From an optimization exercise on the open Yosys and OpenROAD flow, aimed at small area and a short achievable clock period; shortcuts taken in it are not production practice.
Function was checked by simulation only, so behaviour that the tests miss may differ from the original.
No driver is modelled on the clock port, so clocking that relies on it looks cheaper here than on a real chip.
Power figures rest on the tool's default switching activity, not on a simulated workload.

--- flow/design.v ---
`timescale 1ns/100ps
package mem_gate_pkg;
  typedef enum logic [1:0] {
    SEG_CODE  = 2'd0,
    SEG_DATA  = 2'd1,
    SEG_STACK = 2'd2
  } seg_e;
  typedef enum logic [1:0] {
    ERR_OKAY    = 2'd0,
    ERR_PROTERR = 2'd1      
  } err_e;
  typedef enum logic [1:0] {
    TBL_NOP   = 2'd0,
    TBL_WRITE = 2'd1,
    TBL_READ  = 2'd2
  } tbl_op_e;
  typedef enum logic [2:0] {
    LK_NONE   = 3'd0,
    LK_REQ    = 3'd1,
    LK_SWEEP  = 3'd2,
    LK_TBL_WR = 3'd3,
    LK_TBL_RD = 3'd4
  } lookup_e;
  typedef struct packed {
    logic                 code;    
    logic [23-1:0] key;
    logic [8-1:0]  pl;
    logic                 refd;    
    logic [27-1:0] cnt;
  } page_entry_t;
endpackage
`timescale 1ns/100ps
module mg_ao8
(
  input  logic [7:0] sel_i,
  input  logic [7:0] d_i,
  output logic       y_o
);
  assign y_o = |(sel_i & d_i);
endmodule
module mg_nor2 (input logic a, b, output logic y);
  assign y = ~(a | b);
endmodule
module mg_nand4 (input logic a, b, c, d, output logic y);
  assign y = ~(a & b & c & d);
endmodule
module mg_or8
(
  input  logic [7:0] a_i,
  output logic       y_o
);
  logic [3:0] n;
  genvar i;
  generate
    for (i = 0; i < 4; i++) begin : g_n
      mg_nor2 u (.a(a_i[2*i]), .b(a_i[2*i+1]), .y(n[i]));
    end
  endgenerate
  mg_nand4 u_y (.a(n[0]), .b(n[1]), .c(n[2]), .d(n[3]), .y(y_o));
endmodule
module mg_rd_bit
(
  input  logic [64-1:0] sel_i,
  input  logic [64-1:0] d_i,
  output logic                 q_o
);
  logic [7:0] p;    
  genvar i;
  generate
    for (i = 0; i < 8; i++) begin : g_l1
      mg_ao8 u (.sel_i(sel_i[8*i +: 8]), .d_i(d_i[8*i +: 8]), .y_o(p[i]));
    end
  endgenerate
  mg_or8 u_or (.a_i(p), .y_o(q_o));
endmodule
module page_table_ram
(
  input  logic                                clk,
  input  logic [64-1:0]                wk_sel_i,     
  input  logic [23+8:0]         wk_dat_i,     
  input  logic [64-1:0]                wc_sel_i,     
  input  logic [27:0]                  wc_dat_i,     
  input  logic [64-1:0]                ra_sel_i,     
  output logic [8:0]                   ra_dat_o,     
  input  logic [64-1:0]                rb_sel_i,     
  output logic [23+27:0]        rb_dat_o      
);
  localparam int KW = 23 + 8 + 1;
  localparam int CW = 27 + 1;
  localparam int AW = 8 + 1;
  localparam int BW = 23 + CW;
  logic [64-1:0][KW-1:0] kmem;    
  logic [64-1:0][CW-1:0] cmem;    
  logic [AW-1:0][64-1:0] col_a;   
  logic [BW-1:0][64-1:0] col_b;   
  genvar e, b;
  generate
    for (e = 0; e < 64; e++) begin : g_ent
      always_ff @(posedge clk) begin
        if (wk_sel_i[e])
          kmem[e] <= wk_dat_i;
        if (wc_sel_i[e])
          cmem[e] <= wc_dat_i;
      end
      for (b = 0; b < 8; b++) begin : g_pl
        assign col_a[b][e] = kmem[e][b];
      end
      assign col_a[8][e] = kmem[e][KW-1];
      for (b = 0; b < CW; b++) begin : g_rc
        assign col_b[b][e] = cmem[e][b];
      end
      for (b = 0; b < 23; b++) begin : g_key
        assign col_b[CW+b][e] = kmem[e][8+b];
      end
    end
    for (b = 0; b < AW; b++) begin : g_ra
      mg_rd_bit u_bit (.sel_i(ra_sel_i), .d_i(col_a[b]), .q_o(ra_dat_o[b]));
    end
    for (b = 0; b < BW; b++) begin : g_rb
      mg_rd_bit u_bit (.sel_i(rb_sel_i), .d_i(col_b[b]), .q_o(rb_dat_o[b]));
    end
  endgenerate
endmodule
`timescale 1ns/100ps
module page_table_regs
(
  input  logic                  clk,
  input  logic                  rst,
  input  logic                  age_i,         
  input  logic                  req_valid_i,
  input  logic [6-1:0] req_page_i,
  input  logic [1:0]            tbl_op_i,
  input  logic [6-1:0] tbl_idx_i,
  output logic                  op_wr_o,       
  output logic                  op_rd_o,       
  output logic                  op_req_o,      
  output logic                  op_sweep_o,    
  output logic [6-1:0] op_idx_o       
);
  logic [6:0] sweep_ptr;    
  logic                tbl_any;
  assign tbl_any    = (tbl_op_i == 2'd1) || (tbl_op_i == 2'd2);
  assign op_wr_o    = (tbl_op_i == 2'd1);
  assign op_rd_o    = (tbl_op_i == 2'd2);
  assign op_req_o   = !tbl_any && req_valid_i;
  assign op_sweep_o = !tbl_any && !req_valid_i && !sweep_ptr[6];
  assign op_idx_o   = tbl_any ? tbl_idx_i :
                      req_valid_i ? req_page_i : sweep_ptr[6-1:0];
  always_ff @(posedge clk) begin
    if (rst)
      sweep_ptr <= (6+1)'(64);
    else if (age_i)
      sweep_ptr <= '0;
    else if (op_sweep_o)
      sweep_ptr <= sweep_ptr + 1'b1;
  end
endmodule
module mg_inv (input logic a, output logic y);
  assign y = ~a;
endmodule
module mg_dec3n
(
  input  logic [2:0] a_i,
  output logic [7:0] y_n_o
);
  logic [2:0] a_n;
  genvar i;
  generate
    for (i = 0; i < 3; i++) begin : g_inv
      mg_inv u (.a(a_i[i]), .y(a_n[i]));
    end
    for (i = 0; i < 8; i++) begin : g_y
      mg_nand3 u (.a((i & 1) ? a_i[0] : a_n[0]),
                  .b((i & 2) ? a_i[1] : a_n[1]),
                  .c((i & 4) ? a_i[2] : a_n[2]),
                  .y(y_n_o[i]));
    end
  endgenerate
endmodule
module mg_dec6
(
  input  logic [5:0]  a_i,
  output logic [63:0] y_o
);
  logic [7:0] hi_n, lo_n;
  mg_dec3n u_hi (.a_i(a_i[5:3]), .y_n_o(hi_n));
  mg_dec3n u_lo (.a_i(a_i[2:0]), .y_n_o(lo_n));
  genvar i;
  generate
    for (i = 0; i < 64; i++) begin : g_y
      mg_nor2 u (.a(hi_n[i/8]), .b(lo_n[i%8]), .y(y_o[i]));
    end
  endgenerate
endmodule
`timescale 1ns/100ps
module mg_xnor2 (input logic a, b, output logic y);
  assign y = ~(a ^ b);
endmodule
module mg_nand3 (input logic a, b, c, output logic y);
  assign y = ~(a & b & c);
endmodule
module mg_nor3 (input logic a, b, c, output logic y);
  assign y = ~(a | b | c);
endmodule
module mg_key_eq
(
  input  logic [23-1:0] a_i,
  input  logic [23-1:0] b_i,
  output logic [1:0]           eq_o
);
  logic [23:0] x;    
  logic [5:0]  n;    
  genvar i;
  generate
    for (i = 0; i < 23; i++) begin : g_x
      mg_xnor2 u (.a(a_i[i]), .b(b_i[i]), .y(x[i]));
    end
    for (i = 0; i < 5; i++) begin : g_n
      mg_nand4 u (.a(x[4*i]), .b(x[4*i+1]), .c(x[4*i+2]), .d(x[4*i+3]), .y(n[i]));
    end
  endgenerate
  assign x[23] = 1'b1;
  mg_nand3 u_n5 (.a(x[20]), .b(x[21]), .c(x[22]), .y(n[5]));
  mg_nor3  u_e0 (.a(n[0]), .b(n[1]), .c(n[2]), .y(eq_o[0]));
  mg_nor3  u_e1 (.a(n[3]), .b(n[4]), .c(n[5]), .y(eq_o[1]));
endmodule
module mg_and2 (input logic a, b, output logic y);
  assign y = a & b;
endmodule
module mg_and3 (input logic a, b, c, output logic y);
  assign y = a & b & c;
endmodule
module access_checker
(
  input  logic                  go_i,          
  input  logic [23-1:0]  req_key_i,
  input  logic [8-1:0]   req_pl_i,
  input  logic                  req_code_i,    
  input  logic                  ent_code_i,
  input  logic [23-1:0]  ent_key_i,
  input  logic [8-1:0]   ent_pl_i,
  output logic                  fwd_o,         
  output logic                  err_o          
);
  logic [1:0] key_eq;    
  logic       pl_open;   
  logic       priv_ok;
  logic       go_priv;   
  logic       fail_n;    
  mg_key_eq u_key (.a_i(req_key_i), .b_i(ent_key_i), .eq_o(key_eq));
  assign pl_open = (ent_pl_i == '0);
  always_comb begin
    if (ent_code_i)    
      priv_ok = (pl_open || ent_pl_i == req_pl_i) && req_code_i;
    else               
      priv_ok = (pl_open || ent_pl_i <= req_pl_i) && !req_code_i;
  end
  assign go_priv = go_i && priv_ok;
  mg_and3  u_fwd  (.a(key_eq[0]), .b(key_eq[1]), .c(go_priv), .y(fwd_o));
  mg_nand3 u_fail (.a(key_eq[0]), .b(key_eq[1]), .c(priv_ok), .y(fail_n));
  mg_and2  u_err  (.a(go_i), .b(fail_n), .y(err_o));
endmodule
`timescale 1ns/100ps
module mem_gate
(
  input  logic                  clk,
  input  logic                  rst,
  input  logic                  age_i,
  input  logic                  req_valid_i,
  input  logic [32-1:0] req_adr_i,
  input  logic                  req_we_i,
  input  logic [8-1:0]   req_pl_i,
  input  logic [23-1:0]  req_key_i,
  input  logic [1:0]            req_seg_i,     
  input  logic [8-1:0]  req_tid_i,
  input  logic [32-1:0] req_dat_i,
  input  logic [1:0]            tbl_op_i,      
  input  logic [6-1:0] tbl_idx_i,
  input  logic                  tbl_code_i,
  input  logic [23-1:0]  tbl_key_i,
  input  logic [8-1:0]   tbl_pl_i,
  output logic                  tbl_rvalid_o,
  output logic                  tbl_code_o,
  output logic [23-1:0]  tbl_key_o,
  output logic [8-1:0]   tbl_pl_o,
  output logic                  tbl_ref_o,
  output logic [27-1:0]  tbl_cnt_o,
  output logic                  fwd_valid_o,
  output logic [32-1:0] fwd_adr_o,
  output logic                  fwd_we_o,
  output logic [8-1:0]  fwd_tid_o,
  output logic [32-1:0] fwd_dat_o,
  output logic                  err_valid_o,
  output logic [8-1:0]  err_tid_o,
  output logic [32-1:0] err_adr_o,
  output logic [1:0]            err_code_o     
);
  logic                  op_wr, op_rd, op_req, op_sweep;
  logic [6-1:0] op_idx;
  page_table_regs u_regs (
    .clk         (clk),
    .rst         (rst),
    .age_i       (age_i),
    .req_valid_i (req_valid_i),
    .req_page_i  (req_adr_i[16 +: 6]),    
    .tbl_op_i    (tbl_op_i),
    .tbl_idx_i   (tbl_idx_i),
    .op_wr_o     (op_wr),
    .op_rd_o     (op_rd),
    .op_req_o    (op_req),
    .op_sweep_o  (op_sweep),
    .op_idx_o    (op_idx)
  );
  logic                  s1_req, s1_sweep, s1_rd;
  logic [64-1:0]  s1_sel;     
  logic [32-1:0] s1_adr;
  logic                  s1_we;
  logic [8-1:0]  s1_tid;
  logic [32-1:0] s1_dat;
  logic [23-1:0]  s1_key;
  logic                  e1_code;    
  logic [8-1:0]   e1_pl;
  always_ff @(posedge clk) begin
    if (rst) begin
      s1_req   <= 1'b0;
      s1_sweep <= 1'b0;
      s1_wr    <= 1'b0;
      s1_rd    <= 1'b0;
    end else begin
      s1_req   <= op_req;
      s1_sweep <= op_sweep;
      s1_wr    <= op_wr;
      s1_rd    <= op_rd;
    end
  end
  logic [6-1:0] ra_idx;
  logic [64-1:0]  ra_sel;
  logic [8:0]     ra_dat;     
  logic [8:0]     ra_now;     
  logic                  s1_wr, s1_code;
  logic [6-1:0] s1_idx;
  logic [8-1:0]   s1_pl;
  assign ra_idx = (tbl_op_i == 2'd2) ? tbl_idx_i : req_adr_i[16 +: 6];
  mg_dec6 u_ra_dec (.a_i(ra_idx), .y_o(ra_sel));
  logic [64-1:0] op_sel;    
  mg_dec6 u_op_dec (.a_i(op_idx), .y_o(op_sel));
  assign ra_now = (s1_wr && s1_idx == ra_idx) ? {s1_code, s1_pl} : ra_dat;
  always_ff @(posedge clk) begin
    s1_idx  <= op_idx;
    s1_sel  <= op_sel;
    s1_adr  <= req_adr_i;
    s1_we   <= req_we_i;
    s1_tid  <= req_tid_i;
    s1_dat  <= req_dat_i;
    s1_key  <= op_wr ? tbl_key_i  : req_key_i;
    s1_pl   <= op_wr ? tbl_pl_i   : req_pl_i;
    s1_code <= op_wr ? tbl_code_i : (req_seg_i == 2'd0);
    {e1_code, e1_pl} <= ra_now;
  end
  logic [64-1:0] wk_sel;
  assign wk_sel = s1_wr ? s1_sel : '0;
  logic [23-1:0]      e_key;      
  logic [27:0]        rc_dat;     
  logic                      fwd_d, err_d;    
  logic [64-1:0]      wc_sel;
  logic [27:0]        wc_dat;     
  logic                      s2_req, s2_sweep, s2_wr;
  logic [6-1:0]     s2_idx;
  logic [27:0]        s2_rc;      
  logic                      s2_w;       
  logic [64-1:0]      s2_sel;     
  logic                      hit;        
  logic [27:0]        rc_now;     
  page_table_ram u_ram (
    .clk        (clk),
    .wk_sel_i   (wk_sel),
    .wk_dat_i   ({s1_code, s1_key, s1_pl}),
    .wc_sel_i   (wc_sel),
    .wc_dat_i   (wc_dat),
    .ra_sel_i   (ra_sel),
    .ra_dat_o   (ra_dat),
    .rb_sel_i   (s1_sel),
    .rb_dat_o   ({e_key, rc_dat})
  );
  access_checker u_chk (
    .go_i       (s1_req && !rst),
    .req_key_i  (s1_key),
    .req_pl_i   (s1_pl),
    .req_code_i (s1_code),
    .ent_code_i (e1_code),
    .ent_key_i  (e_key),
    .ent_pl_i   (e1_pl),
    .fwd_o      (fwd_d),
    .err_o      (err_d)
  );
  assign hit    = s2_w && (s2_idx == s1_idx);
  assign rc_now = hit ? wc_dat : rc_dat;
  always_ff @(posedge clk) begin
    s2_req   <= s1_req;
    s2_sweep <= s1_sweep;
    s2_wr    <= s1_wr;
    s2_w     <= s1_req || s1_sweep || s1_wr;
    s2_sel   <= (s1_req || s1_sweep || s1_wr) ? s1_sel : '0;
    s2_idx   <= s1_idx;
    s2_rc    <= rc_now;
  end
  logic [27-1:0] cnt_inc;    
  assign cnt_inc = (&s2_rc[27-1:0]) ? s2_rc[27-1:0] : s2_rc[27-1:0] + 1'b1;
  always_comb begin
    if (s2_req)                          
      wc_dat = {1'b1, cnt_inc};
    else if (s2_sweep)                   
      wc_dat = {s2_rc[27], 1'b0, s2_rc[27-1:1]};
    else                                 
      wc_dat = '0;
  end
  assign wc_sel = s2_sel;
  logic [32-1:0] out_adr;
  logic [8-1:0]  out_tid;
  always_ff @(posedge clk) begin
    if (rst)
      tbl_rvalid_o <= 1'b0;
    else
      tbl_rvalid_o <= s1_rd;
  end
  always_ff @(posedge clk) begin
    fwd_valid_o <= fwd_d;
    err_valid_o <= err_d;
  end
  always_ff @(posedge clk) begin
    out_adr    <= s1_adr;
    fwd_we_o   <= s1_we;
    out_tid    <= s1_tid;
    fwd_dat_o  <= s1_dat;
    tbl_code_o <= e1_code;
    tbl_key_o  <= e_key;
    tbl_pl_o   <= e1_pl;
  end
  assign tbl_ref_o  = s2_rc[27];   
  assign tbl_cnt_o  = s2_rc[27-1:0];
  assign fwd_adr_o  = out_adr;
  assign err_adr_o  = out_adr;
  assign fwd_tid_o  = out_tid;
  assign err_tid_o  = out_tid;
  assign err_code_o = 2'd1;               
endmodule
--- flow/run.sh ---
#!/bin/bash
# synth_recipe.tcl (not shown) runs the flow's synth.tcl, then flattens the netlist and writes it again
# the make line also repeats each setting of config.mk as NAME=value (left out here)
make -C /OpenROAD-flow-scripts/flow DESIGN_CONFIG=/design/flow/config.mk WORK_HOME=/design/flow/orfs CLKGATE_MAP_FILE= SYNTH_SCRIPT=/design/flow/synth_recipe.tcl finish
--- flow/constraint.sdc ---
create_clock -name core_clock -period 6.5 [get_ports {clk}]
set_input_delay 1.3000 -clock core_clock [delete_from_list [all_inputs] [get_ports {clk}]]
set_output_delay 1.3000 -clock core_clock [all_outputs]
set_load 0.01 [all_outputs]
--- flow/config.mk ---
export PLATFORM = sky130hd
export DESIGN_NAME = mem_gate
export DESIGN_NICKNAME = mem_gate
export VERILOG_FILES = /design/flow/design.v
export SDC_FILE = /design/flow/constraint.sdc
export NUM_CORES = 4
export LEC_CHECK = 0
export CAP_MARGIN = 10
export CORE_MARGIN = 2
export CORE_UTILIZATION = 50
export CTS_CLUSTER_DIAMETER = 80
export CTS_CLUSTER_SIZE = 24
export PLACE_DENSITY = 0.65
export SETUP_SLACK_MARGIN = 3.65
export SLEW_MARGIN = 10
export SYNTH_HIERARCHICAL = 1
==> run_results.csv, run 1 <==
group,metric,value,unit
sta,fin_setup_tns,0,ns
global_route,grt_overflow,0,
final_layout,layout_commonest_cell,"edfxtp_1",
pwr,ir_worst_vdd,0.274,mV
route,ant_nets,0,
route,drcViolationCount,0,
final_layout,fin_util,57.4,%
setup_path,start_kind,"flip-flop",
setup_path,cp_max_fo,24,
setup_path,critPathMaxStageDelay,0.53,ns
setup_path,crit_chain,"buf_12, a22oi_2, nand4_1, nor2_1, nand4_1, xnor2_1, nand4_1, nor3_4, buf_12, nand3_1, and2_1",
placed_design,portBuffers,325,
final_layout,finalInstanceArea,0.168,sq mm
yosys,ys.flop_type,"edfxtp_1",
sta,min_period,2.96,ns
yosys,synth_edf_count,3840,
route,routed.top_layer,"met5",
floorplan,rows,199,
cts,path_clk_slew,0.10,ns
sta,hold_violations,0,
route,wl_met3,38.3,mm
route,vias_per_cell,6.54,
yosys,synth_cell_type_count,65,
route,drt_iter0_drc,11080,
cts,cts.path.max_buffers,4,
global_route,antenna_found_initial,24,
floorplan,die_area,0.298,sq mm
cts,cts_sinks,4244,
setup_path,crit_required,7.32,ns
sta,tightest_slew,1.19,ns
sta,rsz0062_at_grt,"yes",
sta,setup_violations,0,
global_route,gr-usage-all-layers,28.6,%
pwr,p_leak,51.6,nW
run_status,outcome,"finished clean",
sta,fin_worst_skew,0.0497,ns
floorplan,coreArea,0.293,sq mm
sta,clock.fmax,338,MHz
cts,clk_latency,0.94,ns
pwr,finalPower,50.5,mW
global_route,grt_max_degree,67,
sta,relSlewSlack,20.8,%
route,dr_wl_met2,215,mm
yosys,synth_cells,7733,
setup_path,cpMostUsedCell,"nand4_1",
cts,clockRootBuffer,"clkbuf_16",
global_route,grt_pass1_vias,78214,
placed_design,placed_cell_area,0.157,sq mm
worst_hold_path,hp-class,"reg -> reg",
setup_path,cp-end-kind,"flip-flop",
floorplan,die_y,546,microns
pwr,p_per_area,300,mW/mm^2
route,routed_wl,443,mm
sta,maxSlewViolCount,0,
final_layout,layout_common_cells,"3840 x edfxtp_1, 1792 x a22oi_1, 555 x nand4_1, 305 x buf_4, 248 x nor2_1",
placed_design,post-dp-hpwl,255,mm
cts,h-tree-depth,4,
final_layout,layout-drive-gt1-share,17.1,%
floorplan,start_util,50.1,%
route,wl_met1,163,mm
final_layout,finalNetCount,8818,
route,first_pass_iters,7,
cts,cts_buffers,210,
flow_run,cap_violations,0,
yosys,yosysTopAreaCell,"edfxtp_1",
yosys,yosys-top-cells-area,"edfxtp_1 78%, a22oi_1 9.8%, dfxtp_1 5.5%, nand4_1 2.4%, nor2_1 1.0%",
yosys,synthArstFlopShare,0,%
setup_path,cp_slowest_cell,"nand4_1",
setup_path,crit_arrival,3.78,ns
global_route,grt_pass1_wl,604,mm
yosys,synth_nets,7895,
final_layout,synthToLayoutAreaGrowth,14.5,%
route,dr_total_vias,83474,
setup_path,crit_type,"reg -> reg",
yosys,yosysWarnings,10,
cts,cts_tree,"yes",
yosys,ys_seq_elements,4244,
route,wire_per_inst,34.7,microns
yosys,synth_area,0.147,sq mm
sta,final_min_period_over_clock_period,45.5,%
yosys,synth_top_cell_area_share,78.4,%
floorplan,pin_count,328,
floorplan,chipWidth,546,microns
yosys,syn_avg_cell_area,19.0,sq um
placed_design,gp_congestion,0.924,
yosys,yosysSeqAreaShare,83.9,%
[critical path, delay by kind of cell (launching register included)]
kind,cells,cell delay [ns]
simple gates,7,1.62
xor+xnor,1,0.26
flops,1,0.38
buf+inv,2,0.33
compound gates,1,0.22
[stage by stage]
| step | setup WS [ns] | cells | hold slack, ns |
|---|---|---|---|
| finish | 3.54 | 12757 | 0.323 |
| global route | 3.43 | 12746 | 0.334 |
| CTS | 3.56 | 12684 | 0.329 |
| detailed placement | 1.51 | 12145 | 0.312 |
| global placement | 1.54 | 12145 | 0.310 |
| floorplan | 3.35 | 7733 | 0.310 |
[Yosys stat by module (local to each module, per instance), excerpt]
module / area, sq um / times used / cells inside
access_checker: 249 / 1 / 34
mg_inv: 3.75 / 12 / 1
mg_nand3: 5.00 / 34 / 1
page_table_ram: 115000 / 1 / 3840
mg_ao8: 36.3 / 480 / 5
mem_gate: 11300 / 1 / 893
mg_xnor2: 8.76 / 23 / 1
mg_nand4: 6.26 / 65 / 1
page_table_regs: 514 / 1 / 60
mg_and3: 6.26 / 1 / 1
mg_and2: 6.26 / 1 / 1
mg_nor3: 10.0 / 2 / 1
mg_nor2: 3.75 / 368 / 1
[report_power, final]
part / internal [mW] / switching (mW) / leakage (nW)
clock network: 6.45 / 8.38 / 3.04
registers: 30.5 / 0.581 / 38.3
logic: 1.51 / 3.08 / 10.2
[path summary, 6_finish.rpt]
path	from	to	slack, ns	cells after the start
hold / removal	s1_dat[22]$_DFF_P_	fwd_dat_o[22]$_DFF_P_	0.32	0
hold reg to reg	s1_dat[22]$_DFF_P_	fwd_dat_o[22]$_DFF_P_	0.32	0
setup reg to reg	s1_sel[56]$_DFF_P_	err_valid_o$_DFF_P_	3.54	11
setup / recovery	s1_sel[56]$_DFF_P_	err_valid_o$_DFF_P_	3.54	11
[final cells by class]
class	count	area (sq um)
diodes	12	30.0
clock inverters	37	507
multi-input cells	3417	25700
repair buffers	752	7400
well taps	3919	4900
inverters	31	153
clock buffers	345	5860
flip-flops and latches	4244	124000
fillers	21724	125000
[flip-flops by register name (all words and copies together), names as in the netlist, 8 cells and up]
name and cells:
e1_pl 8, fwd_dat_o 32, out_adr 32, out_tid 8, s1_adr 32, s1_dat 32
s1_key 23, s1_pl 8, s1_sel 64, s1_tid 8, s2_rc 28, s2_sel 64
tbl_key_o 23, tbl_pl_o 8, u_ram.cmem 1792, u_ram.kmem 2048
[kinds of logic after synthesis]
logic type / count (synthesis) / share of synthesized area [%]
compound gates: 2020 / 10.2
xor+xnor: 55 / 0.328
fa+ha+maj: 12 / 0.102
buf+inv: 107 / 0.395
flops: 4244 / 83.9
mux: 66 / 0.501
other cells: 2 / 0.00511
simple gates: 1227 / 4.49
[repair_timing]
| action | in CTS | in global routing |
|---|---|---|
| pin swaps | 87 | 188 |
| setup buffers | 131 | 40 |
| hold buffers | 0 | 0 |
| gates resized for setup | 1057 | 255 |
| cloned | 26 | 21 |
| endpoints found under the setup margin | 2077 | 1067 |
[layer usage]
layer	track usage [%]	up-vias
li1	-	34492
met1	37.7	43219
met2	47.1	4855
met3	4.06	902
met4	13.7	6
met5	0	-
[Yosys cell counts (all sizes together), types with 4 or more instances]
cell / n
a21oi: 17
a22oi: 1922
a31oi: 7
and2: 131
and3: 4
buf: 47
clkbuf: 29
dfxtp: 404
edfxtp: 3840
ha: 12
inv: 31
mux2: 58
mux2i: 8
nand2: 56
nand3: 46
nand4: 558
nor2: 394
nor2b: 8
nor3: 7
nor4: 5
o211ai: 8
o21ai: 46
or3: 4
xnor2: 38
xor2: 17
==> run 2: changes to the inputs <==
--- a/flow/config.mk
+++ b/flow/config.mk
@@ -15,2 +15,3 @@
 export SLEW_MARGIN = 10
 export SYNTH_HIERARCHICAL = 1
+export TNS_END_PERCENT = 10
==> run_results.csv, run 2 <==
group,metric,value,unit
final_layout,finalNetCount,8684,
final_layout,fillers,22356,
floorplan,start_util,50.1,%
cts,cts.path.max_buffers,4,
floorplan,die_y,546,microns
yosys,yosys.cell_count.top_type,"edfxtp_1",
floorplan,rows,199,
setup_path,reg2reg_depth,6,
route,first_pass_iters,7,
setup_path,cp-end-kind,"flip-flop",
cts,cts_buffers,208,
yosys,synth_top_cell_area_share,78.4,%
setup_path,crit_arrival,3.94,ns
route,dr_total_vias,82141,
final_layout,synthToLayoutAreaGrowth,12.6,%
final_layout,reg_top3,"u_ram.kmem: 2048 flops, u_ram.cmem: 1792 flops",
worst_hold_path,hold_path_depth,0,
global_route,antenna_found_initial,19,
setup_path,cpMostUsedCell,"nand3_1",
sta,clock.fmax,323,MHz
setup_path,cp_max_fo,17,
route,drt_iter0_drc,10866,
yosys,ys.flop_type,"edfxtp_1",
setup_path,r2r_start,"s2_rc[7]$_DFF_P_",
placed_design,post-dp-hpwl,243,mm
yosys,yosysTopAreaCell,"edfxtp_1",
setup_path,crit_family,"simple AND/OR/NAND/NOR gates",
global_route,grt_overflow,0,
placed_design,gp_congestion,0.922,
global_route,grt_pass1_vias,78753,
yosys,synthArstFlopShare,0,%
sta,min_period,3.09,ns
route,ant_nets,0,
setup_path,cp_slowest_cell,"a31oi_2",
floorplan,pin_count,328,
pwr,p_leak,50.8,nW
yosys,synth_edf_count,3840,
floorplan,die_area,0.298,sq mm
setup_path,critPathMaxStageDelay,0.58,ns
final_layout,largest-register,"u_ram.kmem",
cts,hold_buffers,0,
yosys,synth_nets,7895,
cts,h-tree-depth,4,
sta,relSlewSlack,16.0,%
yosys,synth_cell_type_count,65,
worst_hold_path,hold_start,"s1_adr[22]$_DFF_P_",
cts,path_clk_slew,0.10,ns
sta,tightest_slew,1.26,ns
cts,clk_latency,0.94,ns
yosys,yosysSeqAreaShare,83.9,%
placed_design,portBuffers,325,
route,routed_wl,418,mm
final_layout,layout-drive-gt1-share,12.1,%
yosys,synth_common_cells,"3840 x edfxtp_1, 1922 x a22oi_1, 555 x nand4_1, 404 x dfxtp_1, 394 x nor2_1",
final_layout,layout_common_cells,"3840 x edfxtp_1, 1915 x a22oi_1, 555 x nand4_1, 270 x dfxtp_1, 264 x nor2_1",
global_route,gr-usage-all-layers,27.1,%
yosys,yosysWarnings,10,
placed_design,dp_cells,12133,
setup_path,crit_type,"reg -> reg",
pwr,p_per_area,299,mW/mm^2
yosys,synth_cells,7733,
setup_path,crit_required,7.34,ns
sta,setup_violations,0,
flow_run,cap_violations,0,
final_layout,stdcell_count,12625,
global_route,grt_pass1_wl,583,mm
yosys,synth_area,0.147,sq mm
setup_path,start_kind,"flip-flop",
setup_path,startpoint,"s2_rc[7]$_DFF_P_",
yosys,ys_seq_elements,4244,
worst_hold_path,hp-class,"reg -> reg",
sta,final_min_period_over_clock_period,47.6,%
cts,cts_sinks,4244,
final_layout,largest_reg_flops,2048,
route,vias_per_cell,6.51,
route,wire_per_inst,33.1,microns
setup_path,crit_cells,6,
sta,hold_violations,0,
sta,rsz0062_at_grt,"yes",
floorplan,chipWidth,546,microns
cts,cts_tree,"yes",
cts,clockRootBuffer,"clkbuf_16",
pwr,ir_worst_vdd,0.259,mV
run_status,outcome,"finished clean",
setup_path,cp.buffers_inverters,0,
final_layout,layout_commonest_cell,"edfxtp_1",
setup_path,crit_chain,"nand3_1, nor4_2, nand3_1, xor2_1, a31oi_2, mux2_2",
sta,fin_setup_tns,0,ns
yosys,yosys-top-cells-area,"edfxtp_1 78%, a22oi_1 9.8%, dfxtp_1 5.5%, nand4_1 2.4%, nor2_1 1.0%",
sta,maxSlewViolCount,0,
yosys,syn_avg_cell_area,19.0,sq um
floorplan,coreArea,0.293,sq mm
global_route,grt_max_degree,67,
route,drcViolationCount,0,
sta,fin_worst_skew,0.0621,ns
-- run 2: cell counts after synthesis --
No cell type changed its count.
-- run 2: where the power goes --
| part | total (mW) | switching, mW | internal [mW] | leakage [nW] |
|---|---|---|---|---|
| Clock | 14.7 | 8.32 | 6.34 | 2.98 |
| Combinational | 3.79 | 2.66 | 1.13 | 9.46 |
| Sequential | 31.0 | 0.556 | 30.4 | 38.3 |
-- run 2: modules after synthesis (local to each module, per instance), a selection --
module           cells  flip-flops and latches
mg_nor2              1                       0
mem_gate           893                     397
access_checker      34                       0
mg_nand3             1                       0
page_table_regs     60                       7
mg_nand4             1                       0
page_table_ram    3840                    3840
mg_nor3              1                       0
mg_xnor2             1                       0
mg_and3              1                       0
mg_ao8               5                       0
mg_and2              1                       0
mg_inv               1                       0
-- run 2: final cells by class --
class | count | area, sq um | share of cell area (%)
clock buffers | 355 | 5910 | 3.57
flip-flops and latches | 4244 | 124000 | 74.7
inverters | 31 | 134 | 0.0809
multi-input cells | 3399 | 24600 | 14.9
well taps | 3919 | 4900 | 2.96
clock inverters | 29 | 352 | 0.212
repair buffers | 638 | 5890 | 3.56
diodes | 10 | 25.0 | 0.0151
-- run 2: final timing paths --
kind	slack (ns)	to
worst min-delay path	0.33	out_adr[22]$_DFF_P_
worst max-delay path	3.41	s2_rc[25]$_DFF_P_
worst min register to register	0.33	out_adr[22]$_DFF_P_
worst max register to register	3.41	s2_rc[25]$_DFF_P_
-- run 2: what timing repair did --
action,CTS,global route
cloned,16,1
setup endpoints to repair,1831,1767
buffers inserted,67,14
resized for setup,604,21
hold endpoints to repair,0,0
pin swaps,71,8
-- run 2: per-stage QoR --
step | hold slack [ns] | worst slack, ns | cell area [sq um] | util (%) | total power, mW
after floorplan | 0.310 | 2.89 | 147000 | - | 32.8
after global placement | 0.310 | 1.56 | 157000 | 53.5 | 35.0
after detailed placement | 0.312 | 1.55 | 157000 | 53.5 | 35.0
after CTS | 0.332 | 3.38 | 165000 | 56.3 | 49.6
after global routing | 0.336 | 3.38 | 166000 | 56.4 | 50.7
final | 0.330 | 3.41 | 166000 | 56.4 | 49.5
-- run 2: cell families (layout without fill, tap and decap cells) --
group / Yosys count / count (layout) / share of synthesized area, %
compound gates: 2020 / 2029 / 10.2
xor+xnor: 55 / 55 / 0.328
fa+ha+maj: 12 / 12 / 0.102
buf+inv: 107 / 1053 / 0.395
flops: 4244 / 4244 / 83.9
mux: 66 / 66 / 0.501
other cells: 2 / 12 / 0.00511
simple gates: 1227 / 1235 / 4.49
-- run 2: per-layer routing --
layer	track usage (%)	up-vias	share of wire (%)
li1	-	34179	-
met1	36.4	42574	38
met2	44.2	4654	48
met3	4.11	726	8.8
met4	12.3	8	5.3
met5	0	-	0.013
==> run 3: changes to the inputs <==
==> flow/flow/run.sh (new file) <==
#!/bin/bash
# Layout flow: the standard ORFS flow (standard.sh) with two changes:
#  - clock tree synthesis without dummy loads (they only balance the tree and
#    take area), keeping ORFS's other clock_tree_synthesis arguments and the
#    cluster settings from config.mk;
#  - ports buffered with buf_2 instead of the delay cell buffer_ports picks.
# The make output goes to flow_make.log; each ORFS step keeps its own log
# under orfs/logs.
set -euo pipefail
export CTS_ARGS="-sink_clustering_enable -repair_clock_nets -dont_use_dummy_load -sink_clustering_size 24 -sink_clustering_max_diameter 80"
export BUFFER_PORTS_ARGS="-buffer_cell sky130_fd_sc_hd__buf_2"
bash standard.sh finish > flow_make.log 2>&1
==> flow/standard.sh (new file) <==
#!/bin/bash
# synth_recipe.tcl (not shown) runs the flow's synth.tcl, then flattens the netlist and writes it again
# the make line also repeats each setting of config.mk as NAME=value (left out here)
make -C /OpenROAD-flow-scripts/flow DESIGN_CONFIG=/design/flow/config.mk WORK_HOME=/design/flow/orfs CLKGATE_MAP_FILE= SYNTH_SCRIPT=/design/flow/synth_recipe.tcl "${@:-finish}"
--- a/flow/config.mk
+++ b/flow/config.mk
@@ -15,3 +15,2 @@
 export SLEW_MARGIN = 10
 export SYNTH_HIERARCHICAL = 1
-export TNS_END_PERCENT = 10
removed: flow/run.sh
==> run_results.csv, run 3 <==
group,metric,value,unit
sta,setup_violations,0,
placed_design,placed_cell_area,0.155,sq mm
sta,rsz0062_at_grt,"yes",
floorplan,rows,199,
sta,final_min_period_over_clock_period,46.4,%
final_layout,fillers,22062,
final_layout,layout_common_cells,"3840 x edfxtp_1, 1856 x a22oi_1, 555 x nand4_1, 314 x buf_2, 302 x buf_4",
global_route,grt_pass1_vias,78365,
sta,clock.fmax,332,MHz
route,ant_nets,0,
pwr,p_leak,50.8,nW
sta,hold_violations,0,
flow_run,cap_violations,0,
yosys,synth_cell_type_count,65,
sta,min_period,3.01,ns
setup_path,cp_max_fo,8,
cts,cts_sinks,4244,
yosys,synth_area,0.147,sq mm
floorplan,start_util,50.1,%
global_route,grt_overflow,0,
pwr,ir_worst_vdd,0.333,mV
floorplan,chipWidth,546,microns
yosys,ys_seq_elements,4244,
final_layout,layout_commonest_cell,"edfxtp_1",
placed_design,portBuffers,325,
cts,cts_buffers,209,
setup_path,start_kind,"input pin",
global_route,gr-usage-all-layers,28.4,%
route,wire_per_inst,35.0,microns
placed_design,post-dp-hpwl,252,mm
sta,tightest_slew,1.20,ns
cts,clk_latency,0.93,ns
sta,relSlewSlack,19.7,%
sta,fin_setup_tns,0,ns
setup_path,crit_required,7.27,ns
yosys,synth_cells,7733,
yosys,yosysTopAreaCell,"edfxtp_1",
route,dr_total_vias,82682,
final_layout,finalInstanceArea,0.165,sq mm
yosys,synth_edf_count,3840,
cts,path_clk_slew,0.09,ns
global_route,antenna_found_initial,16,
yosys,syn_avg_cell_area,19.0,sq um
floorplan,coreArea,0.293,sq mm
setup_path,cp-end-kind,"flip-flop",
cts,cts_tree,"yes",
yosys,synth_common_cells,"3840 x edfxtp_1, 1922 x a22oi_1, 555 x nand4_1, 404 x dfxtp_1, 394 x nor2_1",
floorplan,die_area,0.298,sq mm
yosys,yosysWarnings,10,
floorplan,die_y,546,microns
yosys,yosys-top-cells-area,"edfxtp_1 78%, a22oi_1 9.8%, dfxtp_1 5.5%, nand4_1 2.4%, nor2_1 1.0%",
worst_hold_path,hp-class,"reg -> reg",
final_layout,largest-register,"u_ram.kmem",
global_route,grt_pass1_wl,602,mm
yosys,yosys.cell_count.top_type,"edfxtp_1",
yosys,yosysSeqAreaShare,83.9,%
yosys,synth_nets,7895,
setup_path,critPathMaxStageDelay,0.28,ns
route,first_pass_iters,6,
final_layout,largest_reg_flops,2048,
route,drt_iter0_drc,11442,
final_layout,synthToLayoutAreaGrowth,12.1,%
global_route,grt_max_degree,67,
setup_path,crit_chain,"buf_8, nand2b_4, buf_6, o21ai_4, buf_12, clkinvlp_4, nand3_4, nor2_4, buf_6, a22oi_2, nand4_1, nor2_2, nand4_1, mux2_4",
sta,fin_worst_skew,0.0901,ns
final_layout,finalNetCount,8771,
placed_design,gp_congestion,0.915,
final_layout,layout-drive-gt1-share,17.6,%
sta,maxSlewViolCount,0,
setup_path,crit_type,"in -> reg",
route,routed_wl,439,mm
yosys,synthArstFlopShare,0,%
route,drcViolationCount,0,
route,vias_per_cell,6.59,
yosys,synth_top_cell_area_share,78.4,%
run_status,outcome,"finished clean",
pwr,p_per_area,297,mW/mm^2
yosys,ys.flop_type,"edfxtp_1",
floorplan,pin_count,328,
setup_path,cp_slowest_cell,"nand3_4",
setup_path,ff2ff_setup_slack,3.52,ns
final_layout,reg_top3,"u_ram.kmem: 2048 flops, u_ram.cmem: 1792 flops",
setup_path,crit_arrival,3.79,ns
[run 3: kinds of logic (layout without fill, tap and decap cells)]
family	Yosys count	in the layout	share of synthesized area [%]
flops	4244	4244	83.9
compound gates	2020	2030	10.2
simple gates	1227	1236	4.49
buf+inv	107	962	0.395
mux	66	66	0.501
xor+xnor	55	55	0.328
fa+ha+maj	12	12	0.102
other cells	2	15	0.00511
[run 3: modules after synthesis (local to each module, per instance), a selection]
module	cells	copies in the design	cell area [sq um]
mg_xnor2	1	23	8.76
mem_gate	893	1	11300
mg_and2	1	1	6.26
mg_nor3	1	2	10.0
mg_and3	1	1	6.26
page_table_regs	60	1	514
page_table_ram	3840	1	115000
mg_ao8	5	480	36.3
mg_nor2	1	368	3.75
mg_inv	1	12	3.75
mg_nand4	1	65	6.26
access_checker	34	1	249
mg_nand3	1	34	5.00
[run 3: timing repair]
item,in CTS,in global routing
resized for setup,458,153
pin swaps,111,97
endpoints found under the setup margin,1467,538
setup buffers,121,47
hold buffers,0,0
gates cloned,12,11
[run 3: critical path, delay by kind of cell]
family | cells | cell delay [ns]
multiplexers | 1 | 0.27
AO/OA/AOI/OAI | 2 | 0.32
buffers and inverters | 5 | 0.76
AND/OR/NAND/NOR | 6 | 1.12
[run 3: path summary, 6_finish.rpt]
kind,start,to,cells after the start
max reg2reg,s1_sel[58]$_DFF_P_,err_valid_o$_DFF_P_,11
min reg2reg,s1_dat[22]$_DFF_P_,fwd_dat_o[22]$_DFF_P_,0
max,tbl_op_i[0],e1_pl[4]$_DFF_P_,14
min,s1_dat[22]$_DFF_P_,fwd_dat_o[22]$_DFF_P_,0
[run 3: routing by layer]
| layer | wire length (microns) | vias to the layer above | share of wire [%] | track usage (%) |
|---|---|---|---|---|
| met3 | 38200 | 770 | 8.7 | 4.11 |
| met2 | 214000 | 4715 | 49 | 46.7 |
| met5 | 71 | - | 0.016 | 0 |
| met1 | 163000 | 42994 | 37 | 37.5 |
| met4 | 24300 | 10 | 5.5 | 13.6 |
| li1 | - | 34193 | - | - |
[run 3: stage by stage]
| stage | setup slack (ns) | power [mW] | utilization [%] | hold slack [ns] | cells |
|---|---|---|---|---|---|
| after CTS | 3.53 | 48.8 | 55.8 | 0.313 | 12468 |
| after detailed placement | 1.65 | 35.0 | 52.9 | 0.312 | 12126 |
| after floorplan | 3.35 | 32.8 | - | 0.310 | 7733 |
| after global routing | 3.47 | 50.1 | 56.2 | 0.320 | 12527 |
| final | 3.49 | 48.9 | 56.2 | 0.309 | 12539 |
| after global placement | 1.70 | 34.9 | 52.9 | 0.309 | 12126 |
[run 3: cell type report]
type | instances | area, sq um | share of cell area (%)
Multi-Input combinational cell | 3401 | 25200 | 15.3
Timing Repair Buffer | 722 | 5580 | 3.39
Tap cell | 3919 | 4900 | 2.97
Antenna cell | 13 | 32.5 | 0.0197
Clock buffer | 209 | 5230 | 3.17
Sequential cell | 4244 | 124000 | 75.1
Inverter | 31 | 140 | 0.0850
[run 3: power by group]
part	switching [mW]	internal [mW]	total (mW)
combinational	2.96	1.25	4.21
clock	7.89	5.72	13.6
sequential	0.591	30.5	31.1
==> run 4: changes to the inputs <==
--- a/flow/config.mk
+++ b/flow/config.mk
@@ -15,2 +15,3 @@
 export SLEW_MARGIN = 10
 export SYNTH_HIERARCHICAL = 1
+export TNS_END_PERCENT = 10
==> run_results.csv, run 4 <==
group,metric,value,unit
placed_design,gp_congestion,0.913,
yosys,synth_common_cells,"3840 x edfxtp_1, 1922 x a22oi_1, 555 x nand4_1, 404 x dfxtp_1, 394 x nor2_1",
sta,tightest_slew,1.32,ns
setup_path,crit_family,"flip-flops",
worst_hold_path,hp-class,"reg -> reg",
worst_hold_path,hold_start,"s1_tid[4]$_DFF_P_",
route,vias_per_cell,6.59,
floorplan,die_y,546,microns
sta,fin_worst_skew,0.0897,ns
yosys,syn_avg_cell_area,19.0,sq um
yosys,ys_seq_elements,4244,
yosys,synth_edf_count,3840,
pwr,ir_worst_vdd,0.280,mV
setup_path,start_kind,"flip-flop",
cts,cts_buffers,206,
sta,hold_ws,0.276,ns
sta,min_period,2.99,ns
route,wire_per_inst,33.8,microns
final_layout,fin_util,55.7,%
yosys,synth_compound_area_share,10.2,%
global_route,grt_overflow,0,
cts,path_clk_slew,0.10,ns
setup_path,critPathMaxStageDelay,0.57,ns
setup_path,crit_chain,"buf_2",
global_route,grt_pass1_vias,78010,
yosys,synthMuxAreaShare,0.501,%
setup_path,crit_required,5.20,ns
yosys,synth_area,0.147,sq mm
yosys,yosys.cell_count.top_type,"edfxtp_1",
cts,cts_sinks,4244,
pwr,p_leak,50.1,nW
yosys,synth_top_cell_area_share,78.4,%
yosys,synth_nets,7895,
setup_path,cp.buffers_inverters,1,
sta,hold_violations,0,
yosys,yosysWarnings,10,
yosys,ys.flop_type,"edfxtp_1",
sta,final_min_period_over_clock_period,46.1,%
yosys,yosys.area_share.simple,4.49,%
floorplan,rows,199,
route,dr_total_vias,81944,
global_route,gr-usage-all-layers,27.1,%
global_route,grt_max_degree,67,
final_layout,reg_top3,"u_ram.kmem: 2048 flops, u_ram.cmem: 1792 flops",
setup_path,cp-end-kind,"output pin",
floorplan,pin_count,328,
placed_design,post-dp-hpwl,237,mm
placed_design,portBuffers,325,
yosys,yosysSeqAreaShare,83.9,%
yosys,yosysTopAreaCell,"edfxtp_1",
setup_path,r2r_start,"s1_sel[48]$_DFF_P_",
sta,maxSlewViolCount,0,
final_layout,layout_commonest_cell,"edfxtp_1",
cts,clk_latency,0.95,ns
flow_run,cap_violations,0,
route,first_pass_iters,6,
floorplan,start_util,50.1,%
route,drcViolationCount,0,
yosys,synth_fa_ha_area_share,0.102,%
yosys,synthArstFlopShare,0,%
sta,layout_setup_ws,3.51,ns
final_layout,largest-register,"u_ram.kmem",
final_layout,largest_reg_flops,2048,
final_layout,layout_common_cells,"3840 x edfxtp_1, 1909 x a22oi_1, 555 x nand4_1, 324 x buf_2, 280 x dfxtp_1",
global_route,grt_pass1_wl,580,mm
cts,cts_tree,"yes",
setup_path,crit_type,"reg -> out",
route,drt_iter0_drc,11354,
yosys,synth_cells,7733,
final_layout,layout-drive-gt1-share,15.7,%
setup_path,startpoint,"s2_rc[26]$_DFF_P_",
yosys,synth-xor-area-share,0.328,%
final_layout,fillers,22280,
route,routed_wl,421,mm
floorplan,die_area,0.298,sq mm
placed_design,pre_cts_slack,1.87,ns
sta,fin_setup_tns,0,ns
final_layout,finalNetCount,8680,
cts,hold_buffers,0,
sta,rsz0062_at_grt,"yes",
final_layout,synthToLayoutAreaGrowth,11.0,%
setup_path,cp_slowest_cell,"dfxtp_1",
global_route,antenna_found_initial,18,
pwr,p_per_area,295,mW/mm^2
route,ant_nets,0,
setup_path,crit_arrival,1.69,ns
sta,relSlewSlack,12.0,%
yosys,synth_top_family_by_area,"compound AO/OA/AOI/OAI gates",
setup_path,cp_max_fo,6,
yosys,synth_cell_type_count,65,
sta,clock.fmax,334,MHz
floorplan,coreArea,0.293,sq mm
yosys,yosys-top-cells-area,"edfxtp_1 78%, a22oi_1 9.8%, dfxtp_1 5.5%, nand4_1 2.4%, nor2_1 1.0%",
sta,setup_violations,0,
run_status,outcome,"finished clean",
floorplan,chipWidth,546,microns
run 4: cell counts after synthesis:
Identical to the previous run, type by type.
run 4: logic make-up (layout without fill, tap and decap cells):
group                      Yosys count  count (layout)
DFF                               4244            4244
other                                2              10
AOI/OAI and AO/OA                 2020            2028
and+or+nand+nor                   1227            1239
muxes                               66              66
adders and majority gates           12              12
xor gates and xnor gates            55              55
buffers and inverters              107             870
run 4: worst register-to-register path, stage by stage, from the launching register on:
cell	delay, ns
dfxtp_4	0.51
buf_4	0.32
buf_4	0.26
a22oi_1	0.23
nand4_1	0.30
nor2_1	0.63
nand4_1	0.23
o21ai_0	0.23
o21ai_0	0.12
run 4: per-stage QoR:
step	area [sq um]	std cells	power, mW
2_1_floorplan	147000	7733	32.8
3_3_place_gp	155000	12122	34.7
3_5_place_dp	155000	12122	34.8
4_1_cts	162000	12378	48.2
5_1_grt	163000	12437	49.4
6_report	163000	12443	48.2
run 4: report_power, final:
| group | internal [mW] | switching, mW |
|---|---|---|
| Combinational | 0.988 | 2.65 |
| Sequential | 30.4 | 0.621 |
| Clock | 5.65 | 7.85 |
run 4: routing by layer:
metal	share of wire [%]	global-route usage (%)	vias to the layer above
li1	-	-	33997
met1	38	37.5	42604
met2	47	42.9	4682
met3	9.4	4.10	661
met4	5.2	11.9	0
met5	0	0	-
run 4: worst paths after layout:
path	to	slack [ns]	cells past startpoint
worst min register to register	out_tid[4]$_DFF_P_	0.28	0
worst min-delay path	out_tid[4]$_DFF_P_	0.28	0
worst max-delay path	tbl_cnt_o[26]	3.51	1
worst max register to register	s2_rc[23]$_DFF_P_	3.53	8
run 4: final cells by class:
| type | count | area (sq um) | share of cell area, % |
|---|---|---|---|
| Multi-Input combinational cell | 3402 | 24900 | 15.3 |
| Antenna cell | 8 | 20.0 | 0.0123 |
| Tap cell | 3919 | 4900 | 3.00 |
| Inverter | 31 | 138 | 0.0843 |
| Timing Repair Buffer | 633 | 4490 | 2.75 |
| Clock buffer | 206 | 5150 | 3.16 |
| Sequential cell | 4244 | 124000 | 75.7 |
run 4: Yosys stat by module (local to each module, per instance), a selection:
module | flip-flops and latches | area, sq um
page_table_ram | 3840 | 115000
mem_gate | 397 | 11300
page_table_regs | 7 | 514
access_checker | 0 | 249
mg_ao8 | 0 | 36.3
mg_nor3 | 0 | 10.0
mg_xnor2 | 0 | 8.76
mg_and2 | 0 | 6.26
mg_and3 | 0 | 6.26
mg_nand4 | 0 | 6.26
mg_nand3 | 0 | 5.00
mg_inv | 0 | 3.75
mg_nor2 | 0 | 3.75
run 4: repair_timing:
| action | CTS | global route |
|---|---|---|
| gates resized for setup | 330 | 115 |
| endpoints found under the setup margin | 1509 | 1679 |
| cloned | 9 | 16 |
| setup buffers | 41 | 41 |
| endpoints found under the hold margin | 0 | 0 |
| pin swaps | 36 | 33 |

## re-timing with driven ports
The results above use ideal ports. As a check the final layouts listed here were re-extracted and re-timed, cells and wires unchanged.
Step 1 sets driving cells, clkbuf_16 on the clock port and buf_2 on the other inputs (assumed; they add their load-dependent delay and slew).
Step 2 moves the port delays by t, midway between the first and last clock arrival at a register: inputs arrive t later, outputs are due t later. That takes back most of the time a late clock gives input paths.
Three values: ideal ports, drivers, drivers and shift; two values: the first two.
| run | shift t [ns] | setup slack, ns | hold slack, ns | worst setup path after step 2 |
|---|---|---|---|---|
| run 1 | 1.010 | 3.541 / 3.528 / 2.586 | 0.323 / 0.323 / 0.323 | input to register |
| run 2 | 1.022 | 3.407 / 3.316 / 2.504 | 0.330 / 0.330 / 0.330 | input to register |
| run 3 | 0.984 | 3.487 / 3.517 / 2.556 | 0.309 / 0.309 / 0.309 | input to register |
| run 4 | 0.993 | 3.506 / 3.408 / 2.649 | 0.276 / 0.276 / 0.276 | input to register |
After both steps every run listed still meets setup and hold. For run 1, which loses most, drivers alone change the setup slack by -0.013 ns; drivers and shift together by -0.955 ns.
